This is an optimization exercise on Yosys and OpenROAD, whose aim is small area, not a production implementation.

==> inputs of v2 <==
Design regfile_top, start of the top module:
module regfile_top (
    input  logic         clk,
    input  logic         reset,
    input  logic         wen0,
    input  logic [4:0]   waddr0,
    input  logic [31:0]  wdata0,
    input  logic         wen1,
    input  logic [4:0]   waddr1,
    input  logic [31:0]  wdata1,
    input  logic [19:0]  raddr,
    output logic [127:0] rdata,
    output logic [3:0]   rbusy,
    input  logic         rsv_en,
    input  logic [4:0]   rsv_addr,
    output logic         any_busy
);
clock: 3.6 ns
lec_check: 0
cap_margin: 20
cell_pad_in_sites_detail_placement: 1
cell_pad_in_sites_global_placement: 1
core_margin: 2
core_utilization: 35
cts_buf_list: sky130_fd_sc_hd__clkbuf_8 sky130_fd_sc_hd__clkbuf_16
cts_cluster_diameter: 80
cts_cluster_size: 30
gpl_timing_driven: 0
setup_slack_margin: 0.1
slew_margin: 20
synth_hierarchical: 1
synth_minimum_keep_size: 0
run.sh (not shown) runs the stock make flow with config.mk's settings and CLKGATE_MAP_FILE= SYNTH_SCRIPT=/design/flow/synth_recipe.tcl, a recipe that flattens the netlist after the stock synthesis.
==> v10: changes against v2 <==
--- a/flow/design.v
+++ b/flow/design.v
@@ -51,25 +51,26 @@
     output logic [NRP*XLEN-1:0] rdata,
     output logic [NRP-1:0]      rbusy,
     input  logic                rsv_en,
     input  logic [AW-1:0]       rsv_addr,
     output logic                any_busy
 );
     logic [NREGS*XLEN-1:XLEN]    mem;       
     logic [NREGS-1:1]            valid;
-    logic [NREGS-1:1]            vsel_n;    
     logic [NREGS-1:1]            d0;        
     logic [NREGS-1:1]            d1;        
     logic [NREGS-1:1]            we0;
     logic [NREGS-1:1]            hold;
-    logic [NREGS-1:1]            busy;
     logic [XLEN-1:0]             nwdata0;
     logic [XLEN-1:0]             nwdata1;
+    logic [NREGS-1:1]            vsel;      
+    logic [NRP*(NREGS-1)-1:0]    rdec;      
     logic [NRP*XLEN-1:0]         rdata_d;
+    logic [NREGS-1:1]            busy;
     logic [NRP-1:0]              rbusy_d;
     assign nwdata0 = ~wdata0;
     assign nwdata1 = ~wdata1;
     regfile_dec #(.AW(AW), .NREGS(NREGS)) u_dec_w0 (.en(wen0), .a(waddr0), .y(d0));
     regfile_dec #(.AW(AW), .NREGS(NREGS)) u_dec_w1 (.en(wen1), .a(waddr1), .y(d1));
     genvar gr, gk, gb;
     generate
         for (gr = 1; gr < NREGS; gr++) begin : g_reg
@@ -88,58 +89,61 @@
             end
             always_ff @(posedge clk) begin
                 if (reset) begin
                     valid[gr] <= 1'b0;
                 end else if (!hold[gr]) begin
                     valid[gr] <= 1'b1;
                 end
             end
-            assign vsel_n[gr] = ~(valid[gr] & ~reset);
+            assign vsel[gr] = valid[gr] & ~reset;
         end
+    endgenerate
+    generate
         for (gk = 0; gk < NRP; gk++) begin : g_rport
             logic [AW-1:0]    a;
-            logic [NREGS-1:1] sel;      
-            logic [NREGS-1:1] dec;      
+            logic [NREGS-1:1] sel;
             logic             nz;
             logic             h1;       
             logic             h0;       
             logic             hn;       
             logic             hs;       
             logic             bsy;
             assign a  = raddr[gk * AW +: AW];
             assign nz = ~reset & (a != '0);
             assign h1 = nz & wen1 & (waddr1 == a);
             assign h0 = nz & wen0 & (waddr0 == a) & ~h1;
             assign hn = ~(h1 | h0);
             assign hs = nz & rsv_en & (rsv_addr == a);
-            regfile_rdec #(.AW(AW), .NREGS(NREGS)) u_dec_r (
-                .a    (a),
-                .en_n (vsel_n),
-                .hn   (hn),
-                .sel  (sel),
-                .dec  (dec)
+            regfile_dec #(.AW(AW), .NREGS(NREGS)) u_dec_r (
+                .en (1'b1),
+                .a  (a),
+                .y  (rdec[gk * (NREGS-1) +: NREGS-1])
             );
+            assign sel = rdec[gk * (NREGS-1) +: NREGS-1] & vsel;
             for (gb = 0; gb < XLEN; gb++) begin : g_bit
                 logic [NREGS-1:1] col;
+                logic             arr_n;
                 for (gr = 1; gr < NREGS; gr++) begin : g_col
                     assign col[gr] = mem[gr * XLEN + gb];
                 end
-                regfile_rdsel_f #(.N(NREGS-1)) u_rd (
+                regfile_rdsel_n #(.N(NREGS-1)) u_rd (
                     .sel (sel),
                     .d   (col),
-                    .h1  (h1),
-                    .d1  (wdata1[gb]),
-                    .h0  (h0),
-                    .d0  (wdata0[gb]),
-                    .y   (rdata_d[gk * XLEN + gb])
+                    .y_n (arr_n)
+                );
+                regfile_aoi222 u_fwd (
+                    .a1 (h1), .a2 (nwdata1[gb]),
+                    .b1 (h0), .b2 (nwdata0[gb]),
+                    .c1 (hn), .c2 (arr_n),
+                    .y  (rdata_d[gk * XLEN + gb])
                 );
             end
             regfile_rdsel #(.N(NREGS-1)) u_rdb (
-                .sel (dec),
+                .sel (rdec[gk * (NREGS-1) +: NREGS-1]),
                 .d   (busy),
                 .y   (bsy)
             );
             assign rbusy_d[gk] = hs | (hn & ~reset & bsy);
         end
     endgenerate
     always_ff @(posedge clk) begin
         rdata <= rdata_d;
@@ -183,71 +187,16 @@
 );
     genvar gr;
     generate
         for (gr = 1; gr < NREGS; gr++) begin : g_y
             assign y[gr] = en && (a == AW'(gr));
         end
     endgenerate
 endmodule
-module regfile_rdec
-#(
-    parameter int AW    = 5,
-    parameter int NREGS = 32
-) (
-    input  logic [AW-1:0]    a,
-    input  logic [NREGS-1:1] en_n,
-    input  logic             hn,
-    output logic [NREGS-1:1] sel,
-    output logic [NREGS-1:1] dec
-);
-    localparam int LW = 2;                
-    localparam int HW = AW - LW;          
-    logic [(1<<LW)-1:0] lo_n;
-    logic [(1<<HW)-1:0] hi_n;
-    logic [(1<<HW)-1:0] hih_n;
-    genvar gi, gr;
-    generate
-        for (gi = 0; gi < (1 << LW); gi++) begin : g_lo
-            assign lo_n[gi] = ~(a[LW-1:0] == LW'(gi));
-        end
-        for (gi = 0; gi < (1 << HW); gi++) begin : g_hi
-            assign hi_n[gi]  = ~(a[AW-1:LW] == HW'(gi));
-            assign hih_n[gi] = ~((a[AW-1:LW] == HW'(gi)) & hn);
-        end
-        for (gr = 1; gr < NREGS; gr++) begin : g_y
-            regfile_nor2 u_dec (
-                .a (lo_n[gr % (1 << LW)]),
-                .b (hi_n[gr >> LW]),
-                .y (dec[gr])
-            );
-            regfile_nor3 u_sel (
-                .a (lo_n[gr % (1 << LW)]),
-                .b (hih_n[gr >> LW]),
-                .c (en_n[gr]),
-                .y (sel[gr])
-            );
-        end
-    endgenerate
-endmodule
-module regfile_nor2 (
-    input  logic a,
-    input  logic b,
-    output logic y
-);
-    assign y = ~(a | b);
-endmodule
-module regfile_nor3 (
-    input  logic a,
-    input  logic b,
-    input  logic c,
-    output logic y
-);
-    assign y = ~(a | b | c);
-endmodule
 module regfile_rdsel
 #(
     parameter int N = 31
 ) (
     input  logic [N:1] sel,
     input  logic [N:1] d,
     output logic       y
 );
@@ -271,89 +220,69 @@
             assign n[NG-1] = ~((sel[N-1] & d[N-1]) | (sel[N] & d[N]));
         end
     endgenerate
     regfile_nand_or #(.N(NG)) u_or (
         .n (n),
         .y (y)
     );
 endmodule
-module regfile_rdsel_f
+module regfile_rdsel_n
 #(
     parameter int N = 31
 ) (
     input  logic [N:1] sel,
     input  logic [N:1] d,
-    input  logic       h1,
-    input  logic       d1,
-    input  logic       h0,
-    input  logic       d0,
-    output logic       y
+    output logic       y_n
 );
     localparam int NG3  = N / 3;
     localparam int NREM = N % 3;
-    localparam int NG   = NG3 + (NREM == 2 ? 1 : 0);
-    logic [NG:0] n;
+    localparam int NG   = NG3 + (NREM != 0 ? 1 : 0);
+    logic [NG-1:0] n;
     genvar gg;
     generate
         for (gg = 0; gg < NG3; gg++) begin : g_grp
             regfile_aoi222 u_aoi (
                 .a1 (sel[3*gg + 1]), .a2 (d[3*gg + 1]),
                 .b1 (sel[3*gg + 2]), .b2 (d[3*gg + 2]),
                 .c1 (sel[3*gg + 3]), .c2 (d[3*gg + 3]),
                 .y  (n[gg])
             );
         end
-        if (NREM == 2) begin : g_last2
-            regfile_aoi22 u_last (
-                .a1 (sel[N-1]), .a2 (d[N-1]),
-                .b1 (sel[N]),   .b2 (d[N]),
-                .y  (n[NG-1])
-            );
-        end
-        if (NREM == 1) begin : g_fwd3
-            regfile_aoi222 u_fwd (
-                .a1 (h1), .a2 (d1),
-                .b1 (h0), .b2 (d0),
-                .c1 (sel[N]), .c2 (d[N]),
-                .y  (n[NG])
-            );
-        end else begin : g_fwd2
-            regfile_aoi22 u_fwd (
-                .a1 (h1), .a2 (d1),
-                .b1 (h0), .b2 (d0),
-                .y  (n[NG])
-            );
+        if (NREM == 1) begin : g_last1
+            assign n[NG-1] = ~(sel[N] & d[N]);
+        end else if (NREM == 2) begin : g_last2
+            assign n[NG-1] = ~((sel[N-1] & d[N-1]) | (sel[N] & d[N]));
         end
     endgenerate
-    regfile_nand_or #(.N(NG + 1)) u_or (
+    regfile_and #(.N(NG)) u_and (
         .n (n),
-        .y (y)
+        .y (y_n)
     );
 endmodule
+module regfile_and
+#(
+    parameter int N = 11
+) (
+    input  logic [N-1:0] n,
+    output logic         y
+);
+    assign y = &n;
+endmodule
 module regfile_aoi222 (
     input  logic a1,
     input  logic a2,
     input  logic b1,
     input  logic b2,
     input  logic c1,
     input  logic c2,
     output logic y
 );
     assign y = ~((a1 & a2) | (b1 & b2) | (c1 & c2));
 endmodule
-module regfile_aoi22 (
-    input  logic a1,
-    input  logic a2,
-    input  logic b1,
-    input  logic b2,
-    output logic y
-);
-    assign y = ~((a1 & a2) | (b1 & b2));
-endmodule
 module regfile_nand_or
 #(
     parameter int N = 11
 ) (
     input  logic [N-1:0] n,
     output logic         y
 );
     assign y = ~&n;
==> flow/config.mk (replaced) <==
export PLATFORM = sky130hd
export DESIGN_NAME = regfile_top
export DESIGN_NICKNAME = regfile_top
export VERILOG_FILES = /design/flow/design.v
export SDC_FILE = /design/flow/constraint.sdc
export NUM_CORES = 4
export LEC_CHECK = 0
export CAP_MARGIN = 20
export CELL_PAD_IN_SITES_DETAIL_PLACEMENT = 2
export CELL_PAD_IN_SITES_GLOBAL_PLACEMENT = 2
export CORE_MARGIN = 2
export CORE_UTILIZATION = 30
export CTS_BUF_LIST = sky130_fd_sc_hd__clkbuf_8 sky130_fd_sc_hd__clkbuf_16
export CTS_CLUSTER_DIAMETER = 80
export CTS_CLUSTER_SIZE = 30
export GPL_TIMING_DRIVEN = 0
export MIN_ROUTING_LAYER = met2
export SETUP_SLACK_MARGIN = 0.1
export SLEW_MARGIN = 20
export SYNTH_HIERARCHICAL = 1
export SYNTH_MINIMUM_KEEP_SIZE = 0
==> run notes <==
- v10 aborted during global routing (5_1_grt) (GRT-0116). v2 died in global routing (5_1_grt) with GRT-0116.
- Of v10 and v2, v10 has the higher area after synthesis (gap about 0.6%, measured against v2).
- Of v2 and v10, v10 has the higher synthesized cell count (gap about 1.6%, measured against v10).
==> figures <==
quantity                                                                                      v10                         v2
Post-DP HPWL                                                                             388.1 mm                   408.6 mm
Area share of xor/xnor cells in the synthesized design                                   0.008656                   0.008416
Number of gates resized after cts                                                             123                        161
RD Place Congestion                                                                         1.160                     0.9594
Share of the synthesized area in the top cell type                                         0.4023                     0.4047
Initial Utilization                                                                        0.3010                     0.3518
Result of the run                                                       aborted with a tool error  aborted with a tool error
Last stage reached                                                       global routing (5_1_grt)   global routing (5_1_grt)
Post-synthesis share of cell area spent on and, or, nand and nor gates                     0.1268                     0.1217
Mapped cell area                                                                        60710 um2                  60360 um2
Die X-Extent                                                                             453.9 um                   419.3 um
No run of this note included a check of the RTL's function; only the layout flow was run.
